Background: an optimization exercise with open tools, aiming at small area, a short achievable clock period and few clock cycles. Do not read the settings as production practice. Only simulation tests tie the RTL to the original design; equivalence was not proved.

==> job 6154 <==
==> flow/design.v <==
package gaps_pkg;
  localparam int NENT = 43;
  localparam logic [1:0] DIR_E = 2'd0;   
  localparam logic [1:0] DIR_S = 2'd1;   
  localparam logic [1:0] DIR_W = 2'd2;   
  localparam logic [1:0] DIR_N = 2'd3;   
  function automatic logic [5:0] step(logic [5:0] c, logic [1:0] d);
    case (d)
      2'd0:    step = {c[5:3], 3'(c[2:0] + 3'd1)};
      2'd1:    step = {3'(c[5:3] + 3'd1), c[2:0]};
      2'd2:    step = {c[5:3], 3'(c[2:0] - 3'd1)};
      default: step = {3'(c[5:3] - 3'd1), c[2:0]};
    endcase
  endfunction
endpackage
module grid_astar_path_search_unit #(
  parameter int GRID_SIDE = 8
) (
  input  logic       clk,
  input  logic       rst_n,
  input  logic       in_valid,
  output logic       in_ready,
  input  logic       in_func,
  input  logic [2:0] in_cell_row,
  input  logic [2:0] in_cell_col,
  input  logic       in_blocked,
  input  logic [2:0] in_start_row,
  input  logic [2:0] in_start_col,
  input  logic [2:0] in_goal_row,
  input  logic [2:0] in_goal_col,
  output logic       out_valid,
  input  logic       out_ready,
  output logic [2:0] out_path_row,
  output logic [2:0] out_path_col,
  output logic       out_found,
  output logic       out_last
);
  localparam int NE = gaps_pkg::NENT;
  typedef enum logic [2:0] {S_IDLE, S_STEP, S_POP, S_UPD, S_TRACE, S_EMIT} state_t;
  state_t      state;
  logic [63:0] wall;
  logic [63:0] sb1;             
  logic [63:0] sb0;             
  logic [63:0] par1, par0;      
  logic [5:0]  eid [NE];        
  logic        ecl [NE];        
  logic [5:0]  cnt;
  logic        fb;              
  logic [5:0]  cur, start, goal;
  logic [1:0]  cdir;
  logic [3:0]  pend;
  logic [5:0]  scan;
  logic        wr_v, wr_b;
  logic [5:0]  wr_a;
  logic [5:0]  out_cell;
  logic        out_v, out_f, out_l;
  logic [7:0]  rsel, csel, hE, hW, vS, vN;
  logic [63:0] avail, hi;
  logic [7:0]  av_r, av_s, av_n, hi_r, hi_s, hi_n;
  logic [7:0]  p1_r, p1_s, p1_n, p0_r, p0_s, p0_n;
  logic [1:0]  pnb [4];         
  logic [5:0]  nb [4];
  logic [3:0]  nlow, app, upd, wrn, nval;
  logic [3:0]  nlcls;
  always_comb begin
    rsel = 8'd1 << cur[5:3];
    csel = 8'd1 << cur[2:0];
    hE   = {csel[6:0], 1'b0};
    hW   = {1'b0, csel[7:1]};
    vS   = {rsel[6:0], 1'b0};
    vN   = {1'b0, rsel[7:1]};
    avail = ~wall & ~sb1 & ~sb0;
    hi    = sb1 & (sb0 ^ {64{fb}});
    av_r = '0; av_s = '0; av_n = '0;
    hi_r = '0; hi_s = '0; hi_n = '0;
    p1_r = '0; p1_s = '0; p1_n = '0;
    p0_r = '0; p0_s = '0; p0_n = '0;
    for (int r = 0; r < 8; r++) begin
      av_r = av_r | ({8{rsel[r]}} & avail[r*8 +: 8]);
      av_s = av_s | ({8{vS[r]}}   & avail[r*8 +: 8]);
      av_n = av_n | ({8{vN[r]}}   & avail[r*8 +: 8]);
      hi_r = hi_r | ({8{rsel[r]}} & hi[r*8 +: 8]);
      hi_s = hi_s | ({8{vS[r]}}   & hi[r*8 +: 8]);
      hi_n = hi_n | ({8{vN[r]}}   & hi[r*8 +: 8]);
      p1_r = p1_r | ({8{rsel[r]}} & par1[r*8 +: 8]);
      p1_s = p1_s | ({8{vS[r]}}   & par1[r*8 +: 8]);
      p1_n = p1_n | ({8{vN[r]}}   & par1[r*8 +: 8]);
      p0_r = p0_r | ({8{rsel[r]}} & par0[r*8 +: 8]);
      p0_s = p0_s | ({8{vS[r]}}   & par0[r*8 +: 8]);
      p0_n = p0_n | ({8{vN[r]}}   & par0[r*8 +: 8]);
    end
    app[0] = |(av_r & hE);
    app[1] = |(av_s & csel);
    app[2] = |(av_r & hW);
    app[3] = |(av_n & csel);
    upd[0] = |(hi_r & hE);
    upd[1] = |(hi_s & csel);
    upd[2] = |(hi_r & hW);
    upd[3] = |(hi_n & csel);
    pnb[0] = {|(p1_r & hE), |(p0_r & hE)};
    pnb[1] = {|(p1_s & csel), |(p0_s & csel)};
    pnb[2] = {|(p1_r & hW), |(p0_r & hW)};
    pnb[3] = {|(p1_n & csel), |(p0_n & csel)};
    for (int d = 0; d < 4; d++) nb[d] = gaps_pkg::step(cur, 2'(d));
    nlow[0] = goal[2:0] > cur[2:0];
    nlow[1] = goal[5:3] > cur[5:3];
    nlow[2] = goal[2:0] < cur[2:0];
    nlow[3] = goal[5:3] < cur[5:3];
    for (int d = 0; d < 4; d++) begin
      upd[d]   = upd[d] && nlow[d];
      wrn[d]   = app[d] || upd[d];
      nlcls[d] = nlow[d] ? fb : !fb;
      nval[d]  = app[d] ? nlcls[d] : fb;
    end
  end
  logic [6:0] acmp [4];
  logic [2:0] napp;
  logic [6:0] bank [4];
  logic [3:0] bvld;
  logic [6:0] alast;
  logic       anya;
  logic [1:0] ra;               
  logic [5:0] ida;
  always_comb begin
    napp = '0;
    for (int r = 0; r < 4; r++) acmp[r] = '0;
    anya = 1'b0;
    ra   = '0;
    ida  = '0;
    for (int d = 0; d < 4; d++) begin
      if (app[d]) begin
        acmp[napp[1:0]] = {nb[d], nlcls[d]};
        if (nlow[d] && !anya) begin
          anya = 1'b1;
          ra   = napp[1:0];
          ida  = nb[d];
        end
        napp = 3'(napp + 3'd1);
      end
    end
    alast = acmp[2'(napp[1:0] - 2'd1)];
    for (int b = 0; b < 4; b++) begin
      bank[b] = acmp[2'(2'(b) - cnt[1:0])];
      bvld[b] = {1'b0, 2'(2'(b) - cnt[1:0])} < napp;
    end
  end
  logic [NE-1:0] vld, low, sele, win;
  logic          anye;
  logic [5:0]    pop_id;
  logic [5:0]    rd_idx;
  logic [5:0]    rd_id;
  logic          rd_cl;
  always_comb begin
    for (int i = 0; i < NE; i++) begin
      vld[i] = 6'(i) < cnt;
      win[i] = !vld[i] && (7'(i) < 7'(cnt) + 7'd4);
      low[i] = vld[i] && (ecl[i] == fb);
    end
    anye = |low;
    sele = '0;
    for (int i = NE - 1; i >= 0; i--) if (low[i]) sele = NE'(1) << i;
    pop_id = '0;
    for (int i = 0; i < NE; i++) pop_id = pop_id | (sele[i] ? eid[i] : 6'd0);
    rd_idx = (state == S_UPD) ? scan : 6'(cnt - 6'd1);
    rd_id  = '0;
    rd_cl  = 1'b0;
    for (int i = 0; i < NE; i++) begin
      if (rd_idx == 6'(i)) begin
        rd_id = eid[i];
        rd_cl = ecl[i];
      end
    end
  end
  logic          cnt_nz, s_app, tot_nz;
  logic [1:0]    rs;
  logic [NE-1:0] s_oh;
  logic [6:0]    last_new;
  logic [5:0]    nxt_id;
  logic          nxt_flip;
  always_comb begin
    cnt_nz   = cnt != '0;
    tot_nz   = cnt_nz || (napp != '0);
    s_app    = !anye && (anya || !cnt_nz);
    rs       = anya ? ra : 2'd0;
    nxt_flip = !anye && !anya;
    for (int i = 0; i < NE; i++) begin
      s_oh[i] = anye ? sele[i] : ((i == 0) && !anya && cnt_nz);
      if (s_app && win[i] && (2'(6'(i) - cnt) == rs)) s_oh[i] = 1'b1;
    end
    last_new = (napp != '0) ? alast : {rd_id, rd_cl};
    if (anye)             nxt_id = pop_id;
    else if (anya)        nxt_id = ida;
    else if (cnt_nz)      nxt_id = eid[0];
    else                  nxt_id = acmp[0][6:1];
  end
  logic [3:0] hit;
  always_comb begin
    for (int d = 0; d < 4; d++) hit[d] = pend[d] && (rd_id == nb[d]);
  end
  logic [1:0] pa, pb;
  logic [5:0] tb_cell, tc_cell;
  logic       at_goal, at_start, b_start, gwall;
  assign pa = {|(p1_r & csel), |(p0_r & csel)};
  assign tb_cell  = gaps_pkg::step(cur, pa);
  assign pb       = pnb[pa];
  assign tc_cell  = gaps_pkg::step(tb_cell, pb);
  assign at_goal  = cur == goal;
  assign at_start = cur == start;
  assign b_start  = tb_cell == start;
  assign gwall    = wall[goal];
  logic trace_step, expand, merged_pop;
  assign trace_step = (state == S_TRACE) || ((state == S_STEP) && at_goal);
  assign expand     = (state == S_STEP) && !at_goal && !gwall;
  assign merged_pop = expand && !(|upd) && tot_nz;
  logic [3:0] pw;
  logic [7:0] hwr, vwr, hval, vval;
  always_comb begin
    for (int d = 0; d < 4; d++) begin
      pw[d] = expand ? wrn[d] : (trace_step && !at_start && (pa == 2'(d)));
    end
    hwr  = (hE & {8{pw[0]}}) | (hW & {8{pw[2]}});
    vwr  = (vS & {8{pw[1]}}) | (vN & {8{pw[3]}});
    hval = (hE & {8{nval[0]}}) | (hW & {8{nval[2]}});
    vval = (vS & {8{nval[1]}}) | (vN & {8{nval[3]}});
  end
  always_ff @(posedge clk) begin
    if (!rst_n) begin
      wall <= '0;
      wr_v <= 1'b0;
    end else begin
      wr_v <= in_valid && in_ready && (in_func == 1'b0);
      if (wr_v) wall[wr_a] <= wr_b;
    end
    wr_a <= {in_cell_row, in_cell_col};
    wr_b <= in_blocked;
  end
  logic [7:0] nwr_r [8];
  logic [7:0] nv_r [8];
  logic [7:0] np1_r [8];
  logic [7:0] np0_r [8];
  logic [7:0] cur_r [8];
  always_comb begin
    for (int r = 0; r < 8; r++) begin
      nwr_r[r] = ({8{rsel[r]}} & hwr) | ({8{vwr[r]}} & csel);
      nv_r[r]  = ({8{rsel[r]}} & hval) | ({8{vval[r]}} & csel);
      np1_r[r] = ({8{rsel[r]}} & hE) | ({8{vS[r]}} & csel);
      np0_r[r] = {8{vwr[r]}} & csel;
      cur_r[r] = {8{rsel[r]}} & csel;
    end
  end
  always_ff @(posedge clk) begin
    for (int r = 0; r < 8; r++) begin
      if (!rst_n || (state == S_IDLE) || (state == S_EMIT)) begin
        sb1[r*8 +: 8] <= '0;
        sb0[r*8 +: 8] <= '0;
      end else if (expand) begin
        sb1[r*8 +: 8] <= (sb1[r*8 +: 8] & ~cur_r[r] & ~nwr_r[r]) | (nwr_r[r] & ~cur_r[r]);
        sb0[r*8 +: 8] <= (sb0[r*8 +: 8] & ~cur_r[r] & ~nwr_r[r]) | cur_r[r] |
                         (nwr_r[r] & nv_r[r] & ~cur_r[r]);
      end
    end
  end
  always_ff @(posedge clk) begin
    for (int r = 0; r < 8; r++) begin
      par1[r*8 +: 8] <= (par1[r*8 +: 8] & ~nwr_r[r] & ~({8{trace_step}} & cur_r[r])) |
                        (nwr_r[r] & np1_r[r]) |
                        ({8{trace_step & cdir[1]}} & cur_r[r] & ~nwr_r[r]);
      par0[r*8 +: 8] <= (par0[r*8 +: 8] & ~nwr_r[r] & ~({8{trace_step}} & cur_r[r])) |
                        (nwr_r[r] & np0_r[r]) |
                        ({8{trace_step & cdir[0]}} & cur_r[r] & ~nwr_r[r]);
    end
  end
  always_ff @(posedge clk) begin
    for (int i = 0; i < NE; i++) begin
      if (state == S_POP) begin
        if (sele[i] || (!anye && i == 0)) begin
          eid[i] <= rd_id;
          ecl[i] <= rd_cl;
        end
      end else if (expand) begin
        if (merged_pop && s_oh[i]) begin
          eid[i] <= last_new[6:1];
          ecl[i] <= last_new[0];
        end else if (win[i] && bvld[i % 4]) begin
          eid[i] <= bank[i % 4][6:1];
          ecl[i] <= bank[i % 4][0];
        end
      end else if (state == S_UPD) begin
        if ((scan == 6'(i)) && (|hit)) ecl[i] <= fb;
      end
    end
  end
  always_ff @(posedge clk) begin
    if (!rst_n) begin
      state <= S_IDLE;
      out_v <= 1'b0;
      cnt   <= '0;
    end else begin
      unique case (state)
        S_IDLE: begin
        end
        S_STEP: begin
          if (at_goal) begin
          end else if (gwall || !(tot_nz || (|upd))) begin
            out_cell <= '0;
            out_f    <= 1'b0;
            out_l    <= 1'b1;
            out_v    <= 1'b1;
            state    <= S_EMIT;
          end else if (|upd) begin
            cnt   <= 6'(cnt + 6'(napp));
            pend  <= upd;
            scan  <= '0;
            state <= S_UPD;
          end else begin
            cnt <= 6'(cnt + 6'(napp) - 6'd1);
            cur <= nxt_id;
            if (nxt_flip) fb <= !fb;
          end
        end
        S_POP: begin
          if (cnt == '0) begin
            out_cell <= '0;
            out_f    <= 1'b0;
            out_l    <= 1'b1;
            out_v    <= 1'b1;
            state    <= S_EMIT;
          end else begin
            cur <= anye ? pop_id : eid[0];
            cnt <= 6'(cnt - 6'd1);
            if (!anye) fb <= !fb;
            state <= S_STEP;
          end
        end
        S_UPD: begin
          pend <= pend & ~hit;
          scan <= 6'(scan + 6'd1);
          if (((pend & ~hit) == '0) || (scan == 6'(NE - 1))) state <= S_POP;
        end
        S_TRACE: begin
        end
        S_EMIT: begin
          if (out_ready) begin
            if (out_l) begin
              out_v <= 1'b0;
              state <= S_IDLE;
            end else begin
              out_cell <= cur;
              out_l    <= cur == goal;
              cur      <= gaps_pkg::step(cur, pa);
            end
          end
        end
        default: state <= S_IDLE;
      endcase
      if (in_valid && in_ready && in_func) begin
        start <= {in_start_row, in_start_col};
        goal  <= {in_goal_row, in_goal_col};
        cur   <= {in_start_row, in_start_col};
        cnt   <= '0;
        fb    <= 1'b0;
        state <= S_STEP;
      end
      if (trace_step) begin
        if (at_start) begin
          out_cell <= cur;
          out_f    <= 1'b1;
          out_l    <= at_goal;
          out_v    <= 1'b1;
          cur      <= gaps_pkg::step(cur, cdir);
          state    <= S_EMIT;
        end else if (b_start) begin
          out_cell <= tb_cell;
          out_f    <= 1'b1;
          out_l    <= 1'b0;
          out_v    <= 1'b1;
          state    <= S_EMIT;
        end else begin
          cur   <= tc_cell;
          cdir  <= pb ^ 2'd2;
          state <= S_TRACE;
        end
      end
    end
  end
  assign in_ready     = (state == S_IDLE) || (out_v && out_l && out_ready);
  assign out_valid    = out_v;
  assign out_path_row = out_cell[5:3];
  assign out_path_col = out_cell[2:0];
  assign out_found    = out_f;
  assign out_last     = out_l;
endmodule
==> flow/run.sh <==
#!/bin/bash
# synth_recipe.tcl (not shown) runs the flow's synth.tcl, then flattens the netlist and writes it again
# the make line also repeats each setting of config.mk as NAME=value (left out here)
make -C /OpenROAD-flow-scripts/flow DESIGN_CONFIG=/design/flow/config.mk WORK_HOME=/design/flow/orfs CLKGATE_MAP_FILE= SYNTH_SCRIPT=/design/flow/synth_recipe.tcl finish
==> flow/config.mk <==
export PLATFORM = sky130hd
export DESIGN_NAME = grid_astar_path_search_unit
export DESIGN_NICKNAME = grid_astar_path_search_unit
export VERILOG_FILES = /design/flow/design.v
export SDC_FILE = /design/flow/constraint.sdc
export NUM_CORES = 4
export LEC_CHECK = 0
export ABC_AREA = 1
export CAP_MARGIN = 20
export CORE_MARGIN = 2
export CORE_UTILIZATION = 65
export SETUP_SLACK_MARGIN = 3.5
export SLEW_MARGIN = 20
==> flow/constraint.sdc <==
create_clock -name core_clock -period 8.0 [get_ports {clk}]
set_input_delay 1.6000 -clock core_clock [delete_from_list [all_inputs] [get_ports {clk}]]
set_output_delay 1.6000 -clock core_clock [all_outputs]
set_load 0.01 [all_outputs]
==> job 641 (differences from job 6154) <==
==> flow/design.v, changed modules only <==
module grid_astar_path_search_unit #(
  parameter int GRID_SIDE = 8
) (
  input  logic       clk,
  input  logic       rst_n,
  input  logic       in_valid,
  output logic       in_ready,
  input  logic       in_func,
  input  logic [2:0] in_cell_row,
  input  logic [2:0] in_cell_col,
  input  logic       in_blocked,
  input  logic [2:0] in_start_row,
  input  logic [2:0] in_start_col,
  input  logic [2:0] in_goal_row,
  input  logic [2:0] in_goal_col,
  output logic       out_valid,
  input  logic       out_ready,
  output logic [2:0] out_path_row,
  output logic [2:0] out_path_col,
  output logic       out_found,
  output logic       out_last
);
  localparam int NE = gaps_pkg::NENT;
  typedef enum logic [2:0] {S_IDLE, S_STEP, S_POP, S_UPD, S_TRACE, S_EMIT} state_t;
  state_t      state;
  logic [63:0] wall;
  logic [63:0] sb1;             
  logic [63:0] sb0;             
  logic [1:0]  par [64];        
  logic [5:0]  eid [NE];        
  logic        ecl [NE];        
  logic [5:0]  cnt;
  logic        fb;              
  logic [5:0]  cur, start, goal;
  logic [1:0]  cdir;
  logic [3:0]  pend;
  logic [5:0]  scan;
  logic        wr_v, wr_b;
  logic [5:0]  wr_a;
  logic [5:0]  out_cell;
  logic        out_v, out_f, out_l;
  logic [63:0] cur_oh;
  logic [63:0] n_oh [4];
  logic [63:0] avail, hi;
  logic [5:0]  nb [4];
  logic [3:0]  nlow, app, upd, wrn, nval;
  logic [3:0]  nlcls;
  always_comb begin
    cur_oh = 64'd1 << cur;
    for (int c = 0; c < 64; c++) begin
      n_oh[0][c] = (c % 8 != 0) ? cur_oh[(c + 63) % 64] : 1'b0;
      n_oh[1][c] = (c >= 8)     ? cur_oh[(c + 56) % 64] : 1'b0;
      n_oh[2][c] = (c % 8 != 7) ? cur_oh[(c + 1) % 64]  : 1'b0;
      n_oh[3][c] = (c < 56)     ? cur_oh[(c + 8) % 64]  : 1'b0;
    end
    avail = ~wall & ~sb1 & ~sb0;
    hi    = sb1 & (sb0 ^ {64{fb}});
    for (int d = 0; d < 4; d++) nb[d] = gaps_pkg::step(cur, 2'(d));
    nlow[0] = goal[2:0] > cur[2:0];
    nlow[1] = goal[5:3] > cur[5:3];
    nlow[2] = goal[2:0] < cur[2:0];
    nlow[3] = goal[5:3] < cur[5:3];
    for (int d = 0; d < 4; d++) begin
      app[d]   = |(n_oh[d] & avail);
      upd[d]   = nlow[d] && |(n_oh[d] & hi);
      wrn[d]   = app[d] || upd[d];
      nlcls[d] = nlow[d] ? fb : !fb;
      nval[d]  = app[d] ? nlcls[d] : fb;
    end
  end
  logic [6:0] acmp [4];
  logic [2:0] napp;
  logic [6:0] bank [4];
  logic [3:0] bvld;
  logic [6:0] alast;
  logic       anya;
  logic [1:0] ra;               
  logic [5:0] ida;
  always_comb begin
    napp = '0;
    for (int r = 0; r < 4; r++) acmp[r] = '0;
    anya = 1'b0;
    ra   = '0;
    ida  = '0;
    for (int d = 0; d < 4; d++) begin
      if (app[d]) begin
        acmp[napp[1:0]] = {nb[d], nlcls[d]};
        if (nlow[d] && !anya) begin
          anya = 1'b1;
          ra   = napp[1:0];
          ida  = nb[d];
        end
        napp = 3'(napp + 3'd1);
      end
    end
    alast = acmp[2'(napp[1:0] - 2'd1)];
    for (int b = 0; b < 4; b++) begin
      bank[b] = acmp[2'(2'(b) - cnt[1:0])];
      bvld[b] = {1'b0, 2'(2'(b) - cnt[1:0])} < napp;
    end
  end
  logic [NE-1:0] vld, low, sele, win;
  logic          anye;
  logic [5:0]    pop_id;
  logic [5:0]    rd_idx;
  logic [5:0]    rd_id;
  logic          rd_cl;
  always_comb begin
    for (int i = 0; i < NE; i++) begin
      vld[i] = 6'(i) < cnt;
      win[i] = !vld[i] && (7'(i) < 7'(cnt) + 7'd4);
      low[i] = vld[i] && (ecl[i] == fb);
    end
    anye = |low;
    sele = '0;
    for (int i = NE - 1; i >= 0; i--) if (low[i]) sele = NE'(1) << i;
    pop_id = '0;
    for (int i = 0; i < NE; i++) pop_id = pop_id | (sele[i] ? eid[i] : 6'd0);
    rd_idx = (state == S_UPD) ? scan : 6'(cnt - 6'd1);
    rd_id  = '0;
    rd_cl  = 1'b0;
    for (int i = 0; i < NE; i++) begin
      if (rd_idx == 6'(i)) begin
        rd_id = eid[i];
        rd_cl = ecl[i];
      end
    end
  end
  logic          cnt_nz, s_app, tot_nz;
  logic [1:0]    rs;
  logic [NE-1:0] s_oh;
  logic [6:0]    last_new;
  logic [5:0]    nxt_id;
  logic          nxt_flip;
  always_comb begin
    cnt_nz   = cnt != '0;
    tot_nz   = cnt_nz || (napp != '0);
    s_app    = !anye && (anya || !cnt_nz);
    rs       = anya ? ra : 2'd0;
    nxt_flip = !anye && !anya;
    for (int i = 0; i < NE; i++) begin
      s_oh[i] = anye ? sele[i] : ((i == 0) && !anya && cnt_nz);
      if (s_app && win[i] && (2'(6'(i) - cnt) == rs)) s_oh[i] = 1'b1;
    end
    last_new = (napp != '0) ? alast : {rd_id, rd_cl};
    if (anye)             nxt_id = pop_id;
    else if (anya)        nxt_id = ida;
    else if (cnt_nz)      nxt_id = eid[0];
    else                  nxt_id = acmp[0][6:1];
  end
  logic [3:0] hit;
  always_comb begin
    for (int d = 0; d < 4; d++) hit[d] = pend[d] && (rd_id == nb[d]);
  end
  logic [1:0] pdir;
  logic       at_goal, at_start, gwall;
  assign pdir     = par[cur];
  assign at_goal  = cur == goal;
  assign at_start = cur == start;
  assign gwall    = wall[goal];
  logic trace_step, expand, merged_pop;
  assign trace_step = (state == S_TRACE) || ((state == S_STEP) && at_goal);
  assign expand     = (state == S_STEP) && !at_goal && !gwall;
  assign merged_pop = expand && !(|upd) && tot_nz;
  always_ff @(posedge clk) begin
    if (!rst_n) begin
      wall <= '0;
      wr_v <= 1'b0;
    end else begin
      wr_v <= in_valid && in_ready && (in_func == 1'b0);
      if (wr_v) wall[wr_a] <= wr_b;
    end
    wr_a <= {in_cell_row, in_cell_col};
    wr_b <= in_blocked;
  end
  always_ff @(posedge clk) begin
    for (int c = 0; c < 64; c++) begin
      if (!rst_n || (state == S_IDLE)) begin
        sb1[c] <= 1'b0;
        sb0[c] <= 1'b0;
      end else if (expand) begin
        if (cur_oh[c]) begin
          sb1[c] <= 1'b0;
          sb0[c] <= 1'b1;
        end else if (|{n_oh[3][c] & wrn[3], n_oh[2][c] & wrn[2], n_oh[1][c] & wrn[1],
                       n_oh[0][c] & wrn[0]}) begin
          sb1[c] <= 1'b1;
          sb0[c] <= |{n_oh[3][c] & nval[3], n_oh[2][c] & nval[2], n_oh[1][c] & nval[1],
                      n_oh[0][c] & nval[0]};
        end
      end
    end
  end
  always_ff @(posedge clk) begin
    for (int c = 0; c < 64; c++) begin
      if (expand && (|{n_oh[3][c] & wrn[3], n_oh[2][c] & wrn[2], n_oh[1][c] & wrn[1],
                       n_oh[0][c] & wrn[0]})) begin
        par[c] <= {n_oh[0][c] | n_oh[1][c], n_oh[1][c] | n_oh[3][c]};
      end else if (trace_step && cur_oh[c]) begin
        par[c] <= cdir;
      end
    end
  end
  always_ff @(posedge clk) begin
    for (int i = 0; i < NE; i++) begin
      if (state == S_POP) begin
        if (sele[i] || (!anye && i == 0)) begin
          eid[i] <= rd_id;
          ecl[i] <= rd_cl;
        end
      end else if (expand) begin
        if (merged_pop && s_oh[i]) begin
          eid[i] <= last_new[6:1];
          ecl[i] <= last_new[0];
        end else if (win[i] && bvld[i % 4]) begin
          eid[i] <= bank[i % 4][6:1];
          ecl[i] <= bank[i % 4][0];
        end
      end else if (state == S_UPD) begin
        if ((scan == 6'(i)) && (|hit)) ecl[i] <= fb;
      end
    end
  end
  always_ff @(posedge clk) begin
    if (!rst_n) begin
      state <= S_IDLE;
      out_v <= 1'b0;
      cnt   <= '0;
    end else begin
      unique case (state)
        S_IDLE: begin
          if (in_valid && in_func) begin
            start <= {in_start_row, in_start_col};
            goal  <= {in_goal_row, in_goal_col};
            cur   <= {in_start_row, in_start_col};
            cnt   <= '0;
            fb    <= 1'b0;
            state <= S_STEP;
          end
        end
        S_STEP: begin
          if (at_goal) begin
          end else if (gwall || !(tot_nz || (|upd))) begin
            out_cell <= '0;
            out_f    <= 1'b0;
            out_l    <= 1'b1;
            out_v    <= 1'b1;
            state    <= S_EMIT;
          end else if (|upd) begin
            cnt   <= 6'(cnt + 6'(napp));
            pend  <= upd;
            scan  <= '0;
            state <= S_UPD;
          end else begin
            cnt <= 6'(cnt + 6'(napp) - 6'd1);
            cur <= nxt_id;
            if (nxt_flip) fb <= !fb;
          end
        end
        S_POP: begin
          if (cnt == '0) begin
            out_cell <= '0;
            out_f    <= 1'b0;
            out_l    <= 1'b1;
            out_v    <= 1'b1;
            state    <= S_EMIT;
          end else begin
            cur <= anye ? pop_id : eid[0];
            cnt <= 6'(cnt - 6'd1);
            if (!anye) fb <= !fb;
            state <= S_STEP;
          end
        end
        S_UPD: begin
          pend <= pend & ~hit;
          scan <= 6'(scan + 6'd1);
          if (((pend & ~hit) == '0) || (scan == 6'(NE - 1))) state <= S_POP;
        end
        S_TRACE: begin
        end
        S_EMIT: begin
          if (out_ready) begin
            if (out_l) begin
              out_v <= 1'b0;
              state <= S_IDLE;
            end else begin
              out_cell <= cur;
              out_l    <= cur == goal;
              cur      <= gaps_pkg::step(cur, pdir);
            end
          end
        end
        default: state <= S_IDLE;
      endcase
      if (trace_step) begin
        if (at_start) begin
          out_cell <= cur;
          out_f    <= 1'b1;
          out_l    <= at_goal;
          out_v    <= 1'b1;
          cur      <= gaps_pkg::step(cur, cdir);
          state    <= S_EMIT;
        end else begin
          cur   <= gaps_pkg::step(cur, pdir);
          cdir  <= pdir ^ 2'd2;
          state <= S_TRACE;
        end
      end
    end
  end
  assign in_ready     = (state == S_IDLE);
  assign out_valid    = out_v;
  assign out_path_row = out_cell[5:3];
  assign out_path_col = out_cell[2:0];
  assign out_found    = out_f;
  assign out_last     = out_l;
endmodule
CORE_UTILIZATION = 40   (was 65)
SETUP_SLACK_MARGIN = not set   (was 3.5)
==> comparison table <==
|  | job 6154 | job 641 |
|---|---|---|
| Gates resized, CTS repair | 1551 | 0 |
| Number of buffers added by the clock tree synthesis step | 77 | 87 |
| Number of flops mapped to enable cells by yosys | 340 | 467 |
| Area share of the leading cell type in the synthesized netlist | 19.4% | 27.4% |
| Initial cell density of the core | 65.5% | 40.2% |
| Fraction of the mapped netlist area in adder cells | 1.52% | 1.36% |
| Outcome | stopped before the end | finished clean |
| Last stage reached | global routing | - |
| Post-synthesis area per instance | 6.75 um2 | 7.07 um2 |
| Cell Area, Placed | 0.0547 mm2 | 0.0559 mm2 |
| Post-placement setup slack | 0.340 ns | 0.858 ns |
| Sequential fraction of the synthesis area | 32.3% | 35.6% |
| Post-synthesis compound-gate area fraction | 27.7% | 27.7% |
| Cells after Synth | 7790 | 7247 |
| HPWL after detailed placement | 202000 um | 243000 um |
| Post-synthesis mux area share | 0.0190% | 0% |
| Gpl congestion | 1.28 | 1.14 |
| Xor/xnor cell area share of the yosys netlist | 0.816% | 0.581% |
| Die Span Y | 288 um | 362 um |
| Yosys warns | 12 | 8 |
| Count of standard-cell rows | 104 | 131 |
| Horizontal extent of the die | 288 um | 362 um |
| Post-synthesis share of cell area spent on and, or, nand and nor gates | 26.7% | 24.4% |
Testbench counts of job 6154, summed over its fixed seeds: cycles 6,816.
Testbench counts of job 641, summed over its fixed seeds: cycles 7,537.

[separate check: timing with driven ports]
The results above use ideal ports. As a check the final layout listed here was re-extracted and re-timed, cells and wires unchanged.
Step 1: set_driving_cell puts a clkbuf_16 on clk and a buf_2 on each other input, an assumption about the parent block.
Step 2 times the ports against the registers' clock, not the clock port: input delays grow and output delays shrink by t, the midpoint of the rising clock arrivals with the driver on.
Three values: ideal ports, drivers, drivers and shift; two values: the first two.
run: job 641
shift t [ns]: 0.803
setup WS [ns]: 0.260 / 0.260 / 0.260
worst hold slack (ns): 0.484 / 0.484 / 0.484
worst slew at a driven data input, ns: 0.14
After both steps setup and hold are still met in job 641. The setup slack of job 641 moves by 0.000 ns with the drivers and by 0.000 ns with both steps.
